From an optimization exercise on the open Yosys and OpenROAD flow, aimed at small area, a short achievable clock period and few clock cycles per item; shortcuts taken in it are not production practice. The RTL was checked by simulation tests, not by an equivalence proof against the original design.

the baseline:
==> flow/design.v (excerpt) <==
module sha256_stream (
   input  logic         clk,
   input  logic         rst,
   input  logic         tvalid,
   output logic         tready,
   input  logic         tlast,
   input  logic [31:0]  tid,
   input  logic [7:0]   tdata,
   output logic         ovalid,
   output logic [31:0]  oid,
   output logic [60:0]  olen,
   output logic [255:0] osha
);
Size: roughly 6300 cells after synthesis, roughly 0.077 mm2 of cells after synthesis.
Settings: LEC_CHECK=0, CAP_MARGIN=20, CELL_PAD_IN_SITES_DETAIL_PLACEMENT=1, CORE_MARGIN=2, CORE_UTILIZATION=55, SLEW_MARGIN=20; clock period 10.0 ns.
standard.sh (not shown) runs the stock make flow with config.mk's settings and CLKGATE_MAP_FILE= SYNTH_SCRIPT=/design/flow/synth_recipe.tcl, a recipe that flattens the netlist after the stock synthesis.
==> flow/flow/run.sh <==
#!/bin/bash
# The standard layout (standard.sh), with these changes to how it is built:
#  - the port buffers are the library's smallest plain buffer (buf_1) rather
#    than the delay cell buffer_ports picks by default;
#  - clock tree synthesis adds no dummy loads, clusters up to 25 flip-flops within 90 um
#    per leaf buffer;
set -euo pipefail
bash standard.sh \
  "BUFFER_PORTS_ARGS=-buffer_cell sky130_fd_sc_hd__buf_1" \
  "CTS_ARGS=-sink_clustering_enable -repair_clock_nets -dont_use_dummy_load -sink_clustering_size 25 -sink_clustering_max_diameter 90" \
  "SETUP_SLACK_MARGIN=5.7" \
  finish > flow_make.log 2>&1
Looking at the reports, the baseline completed the entire flow and the layout it produced met the timing, DRC and antenna checks.
Testbench counts of the baseline, summed over its fixed seeds: cycles 33,905, bytes 25,402.
## Diff of input files: the candidate against the baseline
--- a/flow/design.v
+++ b/flow/design.v
@@ -100,22 +100,21 @@
       csa = {s, c};
    endfunction
    logic [15:0][31:0] bb;      
    logic [6:0]   cnt;          
    logic         padm;         
    logic         mk;           
    logic         lenok;        
    logic         started;      
    logic         bfinal;
    logic [31:0]  tid_in;
-   logic [60:0]  len;          
-   logic [7:1]   lcy;          
+   logic [60:0]  len;
    logic [7:0]   bin;
    logic [63:0]  bitlen;
    logic         full, take, shift, fin_shift;
    logic         run;          
    logic [6:0]   k;
    logic         cfirst, cfinal;    
    logic         cfa, cfla;         
    logic         go;
    logic         lda;          
    logic [3:0]   lne;          
@@ -146,32 +145,27 @@
    always_comb begin
       if (!padm)      bin = tdata;
       else if (!mk)   bin = 8'h80;
       else if (lenok && cnt[5:3] == 3'b111)
          bin = bitlen[8 * (7 - cnt[2:0]) +: 8];
       else            bin = 8'h00;
    end
    always_ff @(posedge clk) begin
       for (int i = 0; i < 64; i++)
          if (shift && cnt[5:0] == 6'(i)) bb[i / 4][8 * (3 - i % 4) +: 8] <= bin;
-      if (take && !started) begin
-         tid_in    <= tid;
-         len       <= 61'd1;
-         lcy       <= '0;
-      end else begin
-         if (take) {lcy[1], len[5:0]} <= {1'b0, len[5:0]} + 7'd1;
-         else      lcy[1] <= 1'b0;
-         for (int j = 1; j < 7; j++) begin
-            if (lcy[j]) {lcy[j + 1], len[8 * j - 2 +: 8]} <= {1'b0, len[8 * j - 2 +: 8]} + 9'd1;
-            else        lcy[j + 1] <= 1'b0;
+      if (take) begin
+         if (!started) begin
+            tid_in <= tid;
+            len    <= 61'd1;
+         end else begin
+            len    <= len + 61'd1;
          end
-         if (lcy[7]) len[60:54] <= len[60:54] + 7'd1;
       end
    end
    always_ff @(posedge clk or negedge rst) begin
       if (!rst) begin
          cnt       <= '0;
          padm      <= 1'b0;
          mk        <= 1'b0;
          lenok     <= 1'b0;
          started   <= 1'b0;
          bfinal    <= 1'b0;
### Flow results
The candidate vs the baseline: initial cell density of the core up. For the baseline, the type of the worst setup path was reg2reg, unlike the candidate, where it was in2reg. In the reports for the baseline and the candidate, the smaller net count of the mapped netlist belongs to the baseline. Status: final area parity (the baseline, the candidate). The candidate does better than the baseline on setup slack of the worst register-to-register path. The baseline -> the candidate: synthesis-stage register bit count decreased slightly. In the flow results for the baseline and the candidate, the fraction of the cycle the final worst path needs is smaller on the candidate. | wire length | the candidate vs the baseline | better |. [compare] base=the baseline new=the candidate: number of antenna violations at the first check in global routing dropped 6; die area went up; number of flip-flops and latches lost about 0.4%. Looking at height of the die, the candidate sits above the baseline.
Testbench counts of the candidate, summed over its fixed seeds: cycles 33,905, bytes 25,402.

* * *

Another version of the RTL of sha256_stream (not shown whole).
For scale: roughly 7400 cells after synthesis, ~1800 flip-flops, ~400 I/O pins, about 0.079 sq mm of cells after synthesis.
Settings: LEC_CHECK=0, CAP_MARGIN=20, CELL_PAD_IN_SITES_DETAIL_PLACEMENT=1, CORE_MARGIN=2, CORE_UTILIZATION=35, SETUP_SLACK_MARGIN=5, SLEW_MARGIN=20; clock period 10.0 ns.
run.sh (not shown) runs the stock make flow with config.mk's settings and CLKGATE_MAP_FILE= SYNTH_SCRIPT=/design/flow/synth_recipe.tcl, a recipe that flattens the netlist after the stock synthesis.
Stock flow here: none of the scripts above is used.
The starting point ran to the end with no violations.
Testbench counts at the start, summed over its fixed seeds: cycles 33,873, bytes 25,402.
Edit:
--- a/flow/design.v
+++ b/flow/design.v
@@ -96,13 +96,13 @@
                                        input logic [31:0] z);
       logic [31:0] s, c;
       s = x ^ y ^ z;
       c = {((x[30:0] & y[30:0]) | (x[30:0] & z[30:0]) | (y[30:0] & z[30:0])), 1'b0};
       csa = {s, c};
    endfunction
-   logic [511:0] bb;           
+   logic [15:0][31:0] bb;      
    logic [6:0]   cnt;          
    logic         padm;         
    logic         mk;           
    logic         lenok;        
    logic         started;      
    logic         first_blk;    
@@ -123,12 +123,14 @@
    logic [31:0]  t1s, t1c, as1, ac1, as2, ac2, es, ec, anew, enew;
    logic [31:0]  ws1, wc1, ws2, wc2, wnew;
    logic [31:0]  px, py, ps, pc, pnew;
    logic [3:0]   ln;           
    logic [31:0]  kq;           
    logic         olat;         
+   logic [15:0]  rs;           
+   logic [31:0]  bw;           
    logic [31:0]  basea, basee, suma, sume;
    logic [7:0][31:0]  vinit;
    logic [31:0]  h7init;
    assign full      = cnt[6];
    assign tready    = !padm && !full;
    assign take      = tvalid && tready;
@@ -140,13 +142,14 @@
       else if (!mk)   bin = 8'h80;
       else if (lenok && cnt[5:3] == 3'b111)
          bin = bitlen[8 * (7 - cnt[2:0]) +: 8];
       else            bin = 8'h00;
    end
    always_ff @(posedge clk) begin
-      if (shift) bb <= {bb[503:0], bin};
+      for (int i = 0; i < 64; i++)
+         if (shift && cnt[5:0] == 6'(i)) bb[i / 4][8 * (3 - i % 4) +: 8] <= bin;
       if (take) begin
          if (!started) begin
             tid_in <= tid;
             len    <= 61'd1;
          end else begin
             len    <= len + 61'd1;
@@ -207,33 +210,37 @@
          vinit[4] = sume;
       end
       if (bfirst) for (int i = 0; i < 8; i++) vinit[i] = IV[255 - 32 * i -: 32];
       h7init = vinit[7];
    end
    always_comb begin
+      bw = '0;
+      for (int j = 0; j < 16; j++) if (rs[j]) bw = bw | bb[j];
+   end
+   always_comb begin
       {t1s, t1c} = csa(p, bsig1(v[4]), (v[4] & v[5]) ^ (~v[4] & v[6]));
       {as1, ac1} = csa(t1s, t1c, bsig0(v[0]));
       {as2, ac2} = csa(as1, ac1, (v[0] & v[1]) | (v[0] & v[2]) | (v[1] & v[2]));
       anew       = as2 + ac2;
       {es, ec}   = csa(t1s, t1c, v[3]);
       enew       = es + ec;
       {ws1, wc1} = csa(ssig1(w[14]), w[9], ssig0(w[1]));
       {ws2, wc2} = csa(ws1, wc1, w[0]);
       wnew       = ws2 + wc2;
       px         = go ? h7init : v[6];
-      py         = go ? bb[511:480] : w[1];
+      py         = go ? bb[0] : w[15];
       {ps, pc}   = csa(px, py, kq);
       pnew       = ps + pc;
    end
    always_ff @(posedge clk) begin
+      for (int i = 0; i < 14; i++) w[i] <= w[i + 1];
+      w[14] <= go ? bb[0] : w[15];
+      w[15] <= (rs == 16'd0) ? wnew : bw;
       if (go) begin
-         for (int i = 0; i < 16; i++) w[i] <= bb[511 - 32 * i -: 32];
          v <= vinit;
       end else begin
-         for (int i = 0; i < 15; i++) w[i] <= w[i + 1];
-         w[15] <= wnew;
          v[0] <= anew;
          v[1] <= v[0];
          v[2] <= v[1];
          v[3] <= v[2];
          v[4] <= enew;
          v[5] <= v[4];
@@ -261,13 +268,17 @@
          k      <= 7'd64;
          cfirst <= 1'b0;
          cfinal <= 1'b0;
          ovalid <= 1'b0;
          ln     <= '0;
          olat   <= 1'b0;
+         rs     <= 16'd2;
       end else begin
+         if (go)                  rs <= 16'd4;
+         else if (run && !k[6])   rs <= {rs[14:0], 1'b0} | {14'd0, ln[1], 1'b0};
+         else                     rs <= 16'd2;
          ovalid <= ln[0] && cfinal;
          ln     <= {run && k == 7'd60, ln[3:1]};
          olat   <= go && bfinal;
          if (go) begin
             run    <= 1'b1;
             k      <= '0;
After rerunning: Clock skew came out higher by 0.0075 ns; core utilization barely changes; register-to-register slack gets worse by 0.03 ns; design area came out lower by 2.1%.
Testbench counts after the change, summed over its fixed seeds: cycles 33,873, bytes 25,402.

afterwards: timing with drivers on the ports:
In the flow no input, the clock included, has a driving cell. The finished layouts below were timed again as built, in two steps.
Step 1: set_driving_cell puts a clkbuf_16 on clk and a buf_2 on each other input, an assumption about the parent block.
Step 2, shift: input delay + t, output delay - t, t = (earliest + latest rising clock arrival at the registers) / 2. This alone moves slack from input paths to output paths.
Slacks: ideal ports / drivers / drivers and shift; pairs: ideal ports / drivers.
| run | t, ns | setup slack, ns | worst hold slack (ns) | cell pins on the clock port's net |
|---|---|---|---|---|
| the baseline | 0.786 | 5.499 / 5.499 / 5.028 | 0.284 / 0.284 / 0.284 | 1 |
| the candidate | 0.794 | 5.682 / 5.695 / 4.920 | 0.266 / 0.266 / 0.266 | 1 |
| the first run of note 2 | 0.943 | 5.068 / 5.068 / 4.592 | 0.384 / 0.384 / 0.384 | 1 |
| the second run of note 2 | 0.926 | 5.042 / 5.042 / 4.722 | 0.290 / 0.290 / 0.290 | 1 |
After both steps setup and hold are still met in every run listed. The setup slack of the candidate, which loses most, moves by +0.013 ns with the drivers and by -0.762 ns with both steps.
